This is an optimization exercise on Yosys and OpenROAD, whose aim is small area, not a production implementation. Only simulation tests tie the RTL to the original design; equivalence was not proved. Power and IR drop assume default switching activity.

==> inputs of exp/juniper <==
## arp_ctrl
module arp_ctrl #(
    parameter logic [31:0] P_RETRY_CYCLES = 32'd1000,
    parameter int unsigned P_MAX_RETRY    = 3
) (
    input  logic        i_clk,
    input  logic        i_rst,
    input  logic [47:0] i_rx_mac,
    input  logic [31:0] i_rx_ip,
    input  logic        i_rx_valid,
    input  logic        i_trig_reply,
    input  logic [31:0] i_lookup_ip,
    input  logic        i_lookup_valid,
    output logic        o_lookup_ready,
    output logic [47:0] o_lookup_mac,
    output logic        o_lookup_done,
    output logic        o_lookup_fail,
    output logic        o_tx_valid,
    input  logic        i_tx_ready,
    output logic [15:0] o_tx_op,
    output logic [31:0] o_tx_dst_ip,
    output logic [47:0] o_tx_dst_mac
);
==> flow/config.mk <==
export PLATFORM = sky130hd
export DESIGN_NAME = arp_ctrl
export DESIGN_NICKNAME = arp_ctrl
export VERILOG_FILES = /design/flow/design.v
export SDC_FILE = /design/flow/constraint.sdc
export NUM_CORES = 4
export LEC_CHECK = 0
export CAP_MARGIN = 20
export CORE_MARGIN = 2
export CORE_UTILIZATION = 65
export GPL_TIMING_DRIVEN = 0
export SLEW_MARGIN = 20
==> flow/constraint.sdc <==
create_clock -name core_clock -period 5.0 [get_ports {i_clk}]
set_input_delay 1.0000 -clock core_clock [delete_from_list [all_inputs] [get_ports {i_clk}]]
set_output_delay 1.0000 -clock core_clock [all_outputs]
set_load 0.01 [all_outputs]
standard.sh (not shown) runs the stock make flow with config.mk's settings and CLKGATE_MAP_FILE= SYNTH_SCRIPT=/design/flow/synth_recipe.tcl, a recipe that flattens the netlist after the stock synthesis.
==> flow/flow/run.sh <==
#!/bin/bash
# Standard ORFS layout (the standard.sh), with two changes:
#  - port buffers use the smallest buffer cell (buf_1) instead of the default pick;
#  - clock tree synthesis uses clkbuf_4 cells in small clusters and no dummy loads.
set -e
export BUFFER_PORTS_ARGS="-buffer_cell sky130_fd_sc_hd__buf_1"
export REMOVE_ABC_BUFFERS=1
export CTS_ARGS="-sink_clustering_enable -repair_clock_nets -dont_use_dummy_load -buf_list sky130_fd_sc_hd__clkbuf_4 -sink_clustering_size 10 -sink_clustering_max_diameter 40"
bash standard.sh > standard.log 2>&1
==> exp/cedar (differences from exp/juniper) <==
==> flow/flow/run.sh (replaced) <==
#!/bin/bash
# Standard ORFS layout (the standard.sh), with these changes:
#  - port buffers use the smallest buffer cell (buf_1) instead of the default pick;
#  - clock tree synthesis uses clkbuf_4 cells in clusters of at most 9 sinks
#    and no dummy loads;
#  - the single tie-low cell from synthesis is kept instead of one per output.
set -e
export BUFFER_PORTS_ARGS="-buffer_cell sky130_fd_sc_hd__buf_1"
export SKIP_REPAIR_TIE_FANOUT=1
export CTS_ARGS="-sink_clustering_enable -repair_clock_nets -dont_use_dummy_load -buf_list sky130_fd_sc_hd__clkbuf_4 -sink_clustering_size 9 -sink_clustering_max_diameter 80"
bash standard.sh > standard.log 2>&1
Settings changed: GPL_TIMING_DRIVEN 0 to unset.
==> exp/tundra (differences from exp/juniper) <==
==> flow/run.sh (new file) <==
#!/bin/bash
# synth_recipe.tcl (not shown) runs the flow's synth.tcl, then flattens the netlist and writes it again
# the make line also repeats each setting of config.mk as NAME=value (left out here)
make -C /OpenROAD-flow-scripts/flow DESIGN_CONFIG=/design/flow/config.mk WORK_HOME=/design/flow/orfs CLKGATE_MAP_FILE= SYNTH_SCRIPT=/design/flow/synth_recipe.tcl finish
Settings changed: CORE_UTILIZATION 65 to 40, GPL_TIMING_DRIVEN 0 to unset.
removed: flow/flow/run.sh
removed: flow/standard.sh
==> run summary <==
The lowest maximum frequency belongs to exp/juniper, the highest to exp/cedar.
Against exp/tundra, the power of exp/juniper is lower by about 20%.
Utilization, highest first: exp/juniper, exp/cedar, exp/tundra.
Clock power: exp/tundra > exp/juniper > exp/cedar.
Worst setup slack: exp/tundra is lower than exp/cedar (0.33 ns).
The highest worst hold slack belongs to exp/tundra, the lowest to exp/cedar.
==> figures <==
item	exp/juniper	exp/tundra	exp/cedar
Outcome	finished clean	finished clean	finished clean
Die boundary height	189.9 µm	240.9 µm	189.9 µm
Pre-CTS setup slack	-0.06806 ns	0.3858 ns	0.6120 ns
Number of cells traversed by the worst register-to-register path	11	8	8
Die Span X	189.9 µm	240.9 µm	189.9 µm
Max stage delay cell, worst path	sky130_fd_sc_hd__nor4_1	sky130_fd_sc_hd__clkdlybuf4s50_1	sky130_fd_sc_hd__nor4_1
Area fraction of clock buffers and clock inverters	2.264%	6.817%	2.154%
Count of buffers not belonging to the clock network in the layout	284	290	297
Met3 global-route usage	6.106%	4.335%	6.586%
Sequential power share	56.9%	45.7%	57.0%
Length of routed wiring on met1	22,260 µm	27,980 µm	22,900 µm
Nets	1,774	1,762	1,770
Core box area	34,290 µm²	55,310 µm²	34,290 µm²
Die area	36,050 µm²	58,050 µm²	36,050 µm²

---

==> job 5603 <==
arp_ctrl again, from the RTL that the note above started with.
==> flow/config.mk <==
export PLATFORM = sky130hd
export DESIGN_NAME = arp_ctrl
export DESIGN_NICKNAME = arp_ctrl
export VERILOG_FILES = /design/flow/design.v
export SDC_FILE = /design/flow/constraint.sdc
export NUM_CORES = 4
export LEC_CHECK = 0
export CAP_MARGIN = 20
export CORE_MARGIN = 2
export CORE_UTILIZATION = 40
export SLEW_MARGIN = 20
==> flow/constraint.sdc <==
create_clock -name core_clock -period 5.0 [get_ports {i_clk}]
set_input_delay 1.0000 -clock core_clock [delete_from_list [all_inputs] [get_ports {i_clk}]]
set_output_delay 1.0000 -clock core_clock [all_outputs]
set_load 0.01 [all_outputs]
==> flow/flow/run.sh <==
#!/bin/bash
# Standard ORFS layout, with port buffers of the smallest buffer cell and
# clock tree synthesis with small clock buffers and without dummy loads.
set -e
export BUFFER_PORTS_ARGS="-buffer_cell sky130_fd_sc_hd__buf_1"
export CTS_ARGS="-sink_clustering_enable -repair_clock_nets -dont_use_dummy_load -buf_list sky130_fd_sc_hd__clkbuf_4 -sink_clustering_size 10 -sink_clustering_max_diameter 40"
bash standard.sh > standard.log 2>&1
==> inputs of job 5256, as changes to job 5603 <==
==> flow/flow/run.sh (replaced) <==
#!/bin/bash
# Standard ORFS layout (the standard.sh), with two changes:
#  - port buffers use the smallest buffer cell (buf_1) instead of the default pick;
#  - clock tree synthesis uses clkbuf_4 cells in small clusters and no dummy loads.
set -e
export BUFFER_PORTS_ARGS="-buffer_cell sky130_fd_sc_hd__buf_1"
export CTS_ARGS="-sink_clustering_enable -repair_clock_nets -dont_use_dummy_load -buf_list sky130_fd_sc_hd__clkbuf_16 -sink_clustering_size 30 -sink_clustering_max_diameter 60"
bash standard.sh > standard.log 2>&1
--- a/flow/config.mk
+++ b/flow/config.mk
@@ -7,5 +7,5 @@
 export LEC_CHECK = 0
 export CAP_MARGIN = 20
 export CORE_MARGIN = 2
-export CORE_UTILIZATION = 40
+export CORE_UTILIZATION = 65
 export SLEW_MARGIN = 20
==> run summary <==
- Of job 5603 and job 5256, job 5256 has the higher core utilization (gap 27 points).
- Between job 5603 and job 5256, the lower sequential share of layout area is in job 5603 (gap 0.33 points).
- Against job 5603, the routed wire length of job 5256 is smaller by about 11%.
- Synthesized area is the same in job 5256 and job 5603.
- In job 5603 the global-route usage is lower than in job 5256, by 9.3 points.
- Die area: job 5603 is higher than job 5256 (61%).
- In job 5603 the via count is larger than in job 5256, by 1.0%.
- In job 5603 the sequential power is larger than in job 5256, by about 0.6%.
- Between job 5256 and job 5603, the lower clock skew is in job 5256 (gap 0.10 ns).
==> figures <==
	job 5603	job 5256
Status	complete, no violations	complete, no violations
Width of the die	240.9 µm	189.9 µm
Kind of launch point of the worst setup path	flip-flop	primary input
Share of post-route cells with drive strength above 1	0.1051	0.08081
Grt met2 use	0.3233	0.4862
Crit path arrival time	2.63 ns	4.09 ns
Routed length on met3	5.455 mm	4.539 mm
Vias in the first global route	13.14k	12.70k
Wirelength per Cell	25.59 µm	26.62 µm
TritonCTS Buffers	81	35
Vias per cell	5.425	6.259
Die footprint	58050 µm²	36050 µm²
Met3 routing resource usage after global routing	0.06062	0.04833
Core Area	55310 µm²	34290 µm²
Number of placed cells counting well taps	2332	2040
Endpoint type of the worst setup path	primary output	flip-flop
Initial standard-cell utilization of the core	0.4060	0.6549
Met1 track demand over resource in global routing	0.2939	0.4481
Detailed Place HPWL	41.12 mm	36.97 mm

---

==> inputs of 06-17 <==
==> flow/design.v <==
module arp_ctrl #(
    parameter logic [31:0] P_RETRY_CYCLES = 32'd1000,
    parameter int unsigned P_MAX_RETRY    = 3
) (
    input  logic        i_clk,
    input  logic        i_rst,
    input  logic [47:0] i_rx_mac,
    input  logic [31:0] i_rx_ip,
    input  logic        i_rx_valid,
    input  logic        i_trig_reply,
    input  logic [31:0] i_lookup_ip,
    input  logic        i_lookup_valid,
    output logic        o_lookup_ready,
    output logic [47:0] o_lookup_mac,
    output logic        o_lookup_done,
    output logic        o_lookup_fail,
    output logic        o_tx_valid,
    input  logic        i_tx_ready,
    output logic [15:0] o_tx_op,
    output logic [31:0] o_tx_dst_ip,
    output logic [47:0] o_tx_dst_mac
);
    function automatic int unsigned f_bits(input logic [32:0] n);
        int unsigned b;
        b = 1;
        for (int unsigned k = 1; k < 33; k = k + 1)
            if ((33'd1 << k) < n) b = k + 1;
        f_bits = b;
    endfunction
    localparam int unsigned LP_ENTRIES = 4;
    localparam int unsigned LP_IP_W    = 32;
    localparam int unsigned LP_MAC_W   = 48;
    localparam int unsigned LP_TMR_W   = f_bits({1'b0, P_RETRY_CYCLES});
    localparam int unsigned LP_RTY_W   = f_bits(33'(P_MAX_RETRY) + 33'd1);
    localparam logic [3:0] S_IDLE  = 4'b0000;
    localparam logic [3:0] S_CHECK = 4'b0001;
    localparam logic [3:0] S_WAIT  = 4'b0010;
    localparam logic [3:0] S_INIT  = 4'b0011;   
    localparam logic [3:0] S_DONE  = 4'b0100;
    localparam logic [3:0] S_FAIL  = 4'b0101;
    localparam logic [3:0] S_REQ   = 4'b1000;
    localparam logic [3:0] S_RPL   = 4'b1100;   
    logic [3:0]            r_state;
    logic                  r_pend;      
    logic [1:0]            r_ptr;
    logic                  r_full;
    logic [LP_IP_W-1:0]    r_cache_ip  [LP_ENTRIES];
    logic [LP_MAC_W-1:0]   r_cache_mac [LP_ENTRIES];
    logic [LP_IP_W-1:0]    r_ip;
    logic [LP_TMR_W-1:0]   r_timer;
    logic [LP_RTY_W-1:0]   r_retry;
    logic [LP_IP_W-1:0]    r_rpl_ip;
    logic [LP_MAC_W-1:0]   r_rpl_mac;
    logic [LP_IP_W-1:0]    r_tx_ip;
    logic [LP_MAC_W-1:0]   r_tx_mac;
    logic                  w_idle, w_check, w_wait, w_req, w_rpl, w_tx;
    logic [LP_ENTRIES-1:0] w_v;
    logic [LP_ENTRIES-1:0] w_rx_eq;
    logic                  w_rx_hit;
    logic [LP_ENTRIES-1:0] w_we;
    logic [LP_ENTRIES-1:0] w_chk_eq;
    logic                  w_chk_hit;
    logic [LP_MAC_W-1:0]   w_chk_mac;
    logic                  w_rsp_match;
    logic                  w_timeout;
    logic                  w_retry_left;
    logic                  w_go_rpl;
    logic [3:0]            w_state_nx;
    assign w_idle  = (r_state == S_IDLE);
    assign w_check = (r_state == S_CHECK);
    assign w_wait  = (r_state == S_WAIT);
    assign w_tx    = r_state[3];
    assign w_req   = r_state[3] && !r_state[2];
    assign w_rpl   = r_state[3] && r_state[2];
    assign w_v[0] = r_full || (r_ptr != 2'd0);
    assign w_v[1] = r_full || r_ptr[1];
    assign w_v[2] = r_full || (r_ptr == 2'd3);
    assign w_v[3] = r_full;
    always_comb begin
        w_chk_mac = '0;
        for (int unsigned i = 0; i < LP_ENTRIES; i++) begin
            w_rx_eq[i]  = w_v[i] && (r_cache_ip[i] == i_rx_ip);
            w_chk_eq[i] = w_v[i] && (r_cache_ip[i] == r_ip);
            if (w_chk_eq[i]) w_chk_mac = w_chk_mac | r_cache_mac[i];
        end
        w_rx_hit  = |w_rx_eq;
        w_chk_hit = |w_chk_eq;
        for (int unsigned i = 0; i < LP_ENTRIES; i++)
            w_we[i] = i_rx_valid && (w_rx_eq[i] || (!w_rx_hit && (r_ptr == 2'(i))));
    end
    assign w_rsp_match  = i_rx_valid && (i_rx_ip == r_ip);
    assign w_timeout    = (r_timer == LP_TMR_W'(P_RETRY_CYCLES - 32'd1));
    assign w_retry_left = (r_retry < LP_RTY_W'(P_MAX_RETRY));
    assign w_go_rpl     = r_pend && (w_idle || w_check || (w_wait && !w_rsp_match));
    always_comb begin
        w_state_nx = r_state;
        if (w_go_rpl) begin
            w_state_nx = S_RPL | r_state;
        end else if (w_tx) begin
            if (i_tx_ready) w_state_nx = w_rpl ? {2'b00, r_state[1:0]} : S_WAIT;
        end else begin
            case (r_state)
                S_IDLE:  if (i_lookup_valid) w_state_nx = S_CHECK;
                S_CHECK: w_state_nx = (w_rsp_match || w_chk_hit) ? S_DONE : S_REQ;
                S_WAIT:  begin
                    if (w_rsp_match)    w_state_nx = S_DONE;
                    else if (w_timeout) w_state_nx = w_retry_left ? S_REQ : S_FAIL;
                end
                default: w_state_nx = S_IDLE;
            endcase
        end
    end
    always_ff @(posedge i_clk or posedge i_rst) begin
        if (i_rst) begin
            r_state <= S_INIT;
            r_pend  <= 1'b0;
            r_ptr   <= '0;
            r_full  <= 1'b0;
        end else begin
            r_state <= w_state_nx;
            r_pend  <= w_go_rpl ? i_trig_reply : (r_pend || i_trig_reply);
            if (i_rx_valid && !w_rx_hit) begin
                r_ptr <= r_ptr + 2'd1;
                if (r_ptr == 2'd3) r_full <= 1'b1;
            end
        end
    end
    always_ff @(posedge i_clk) begin
        for (int unsigned i = 0; i < LP_ENTRIES; i++) begin
            if (w_we[i]) begin
                r_cache_ip[i]  <= i_rx_ip;
                r_cache_mac[i] <= i_rx_mac;
            end
        end
        if (i_trig_reply) begin
            r_rpl_ip  <= i_rx_ip;
            r_rpl_mac <= i_rx_mac;
        end
        if (w_idle) r_ip <= i_lookup_ip;
        if (w_check) r_retry <= '0;
        else if (w_req && i_tx_ready) r_retry <= r_retry + LP_RTY_W'(1);
        if (w_req) r_timer <= '0;
        else if (w_wait && !r_pend) r_timer <= r_timer + LP_TMR_W'(1);
        if (!w_tx) begin
            r_tx_ip <= r_rpl_ip;
            if (w_go_rpl) r_tx_mac <= r_rpl_mac;
            else if (w_rsp_match) r_tx_mac <= i_rx_mac;
            else if (w_chk_hit && w_check) r_tx_mac <= w_chk_mac;
            else r_tx_mac <= '1;
        end
    end
    assign o_lookup_ready = w_idle && !r_pend;
    assign o_lookup_done  = (r_state == S_DONE);
    assign o_lookup_fail  = (r_state == S_FAIL);
    assign o_lookup_mac   = r_tx_mac;
    assign o_tx_valid     = w_tx;
    assign o_tx_op        = {14'd0, r_state[2], !r_state[2]};
    assign o_tx_dst_ip    = r_state[2] ? r_tx_ip : r_ip;
    assign o_tx_dst_mac   = r_tx_mac;
endmodule
==> flow/flow/run.sh <==
#!/bin/bash
# Standard ORFS layout, with port buffers of the smallest buffer cell and
# clock tree synthesis with small clock buffers and without dummy loads.
set -e
export BUFFER_PORTS_ARGS="-buffer_cell sky130_fd_sc_hd__buf_1"
export CTS_ARGS="-sink_clustering_enable -repair_clock_nets -dont_use_dummy_load -buf_list sky130_fd_sc_hd__clkbuf_8 -sink_clustering_size 14 -sink_clustering_max_diameter 50"
bash standard.sh > standard.log 2>&1
==> flow/standard.sh <==
#!/bin/bash
# synth_recipe.tcl (not shown) runs the flow's synth.tcl, then flattens the netlist and writes it again
# the make line also repeats each setting of config.mk as NAME=value (left out here)
make -C /OpenROAD-flow-scripts/flow DESIGN_CONFIG=/design/flow/config.mk WORK_HOME=/design/flow/orfs CLKGATE_MAP_FILE= SYNTH_SCRIPT=/design/flow/synth_recipe.tcl "${@:-finish}"
==> flow/config.mk <==
export PLATFORM = sky130hd
export DESIGN_NAME = arp_ctrl
export DESIGN_NICKNAME = arp_ctrl
export VERILOG_FILES = /design/flow/design.v
export SDC_FILE = /design/flow/constraint.sdc
export NUM_CORES = 4
export LEC_CHECK = 0
export CAP_MARGIN = 20
export CORE_MARGIN = 2
export CORE_UTILIZATION = 40
export SLEW_MARGIN = 20
==> flow/constraint.sdc <==
create_clock -name core_clock -period 5.0 [get_ports {i_clk}]
set_input_delay 1.0000 -clock core_clock [delete_from_list [all_inputs] [get_ports {i_clk}]]
set_output_delay 1.0000 -clock core_clock [all_outputs]
set_load 0.01 [all_outputs]
==> 12-23: changes against 06-17 <==
==> flow/flow/run.sh (replaced) <==
#!/bin/bash
# Standard ORFS layout (the standard.sh), with two changes:
#  - port buffers use the smallest buffer cell (buf_1) instead of the default pick;
#  - clock tree synthesis uses clkbuf_4 cells in small clusters and no dummy loads.
set -e
export BUFFER_PORTS_ARGS="-buffer_cell sky130_fd_sc_hd__buf_1"
export CTS_ARGS="-sink_clustering_enable -repair_clock_nets -dont_use_dummy_load -buf_list sky130_fd_sc_hd__clkbuf_4 -sink_clustering_size 10 -sink_clustering_max_diameter 40"
bash standard.sh > standard.log 2>&1
- CAP_MARGIN: 20 -> 0
- CORE_UTILIZATION: 40 -> 65
- SLEW_MARGIN: 20 -> 0
==> results.toml <==
[status]
run_status = "complete, no violations"

[clock_tree]
htreeDepth = 3
clk_pin_slew_ns = 0.10

[power]
total_power_mw = 11.7
switchingPower_mw = 4.06
clkPwrFrac_pct = 16.9

[drt]
dr_wl_met3_mm = 4.35

[finish]
instances_no_fill = 2112

[floorplanning]
num_tap_cells = 455

[worst_setup_path]
cp.required_ns = 5.44
The numbers above come from 12-23.

==> results.toml <==
[status]
run_status = "complete, no violations"

[drt]
dr_wl_met3_mm = 5.05

[finish]
instances_no_fill = 2389

[power]
switchingPower_mw = 4.22
total_power_mw = 12.2

[floorplanning]
num_tap_cells = 748
The numbers above come from 06-17.

## static timing again, ports no longer ideal
No port has a modelled driver above. Below, the same layouts with a new extraction and two added sets of constraints. Step 1 (the two cells are an assumption about what drives the block):
set clk [get_ports {i_clk}]
set_driving_cell -lib_cell sky130_fd_sc_hd__clkbuf_16 $clk
set_driving_cell -lib_cell sky130_fd_sc_hd__buf_2 [delete_from_list [all_inputs] $clk]
Step 2, shift: input delay + t, output delay - t, t = (earliest + latest rising clock arrival at the registers) / 2. This alone moves slack from input paths to output paths. a / b / c = ideal / step 1 / step 2; a / b = the first two.
| run | shift t [ns] | setup slack, ns | worst setup path at the end |
|---|---|---|---|
| exp/juniper | 0.775 | 0.676 / 0.699 / -0.076 | input to register |
| exp/cedar | 0.809 | 1.300 / 1.328 / 0.519 | input to register |
| exp/tundra | 0.673 | 0.965 / 1.005 / 0.332 | input to register |
| job 5603 | 0.868 | 1.374 / 1.314 / 0.571 | input to register |
| job 5256 | 0.566 | 1.167 / 1.190 / 0.624 | input to register |
| 06-17 | 0.709 | 1.201 / 1.233 / 0.524 | input to register |
| 12-23 | 0.801 | 1.330 / 1.330 / 0.551 | input to register |
With both steps, setup timing fails in exp/juniper, where it was met with ideal ports. The setup slack of job 5603, which loses most, moves by -0.060 ns with the drivers and by -0.803 ns with both steps.
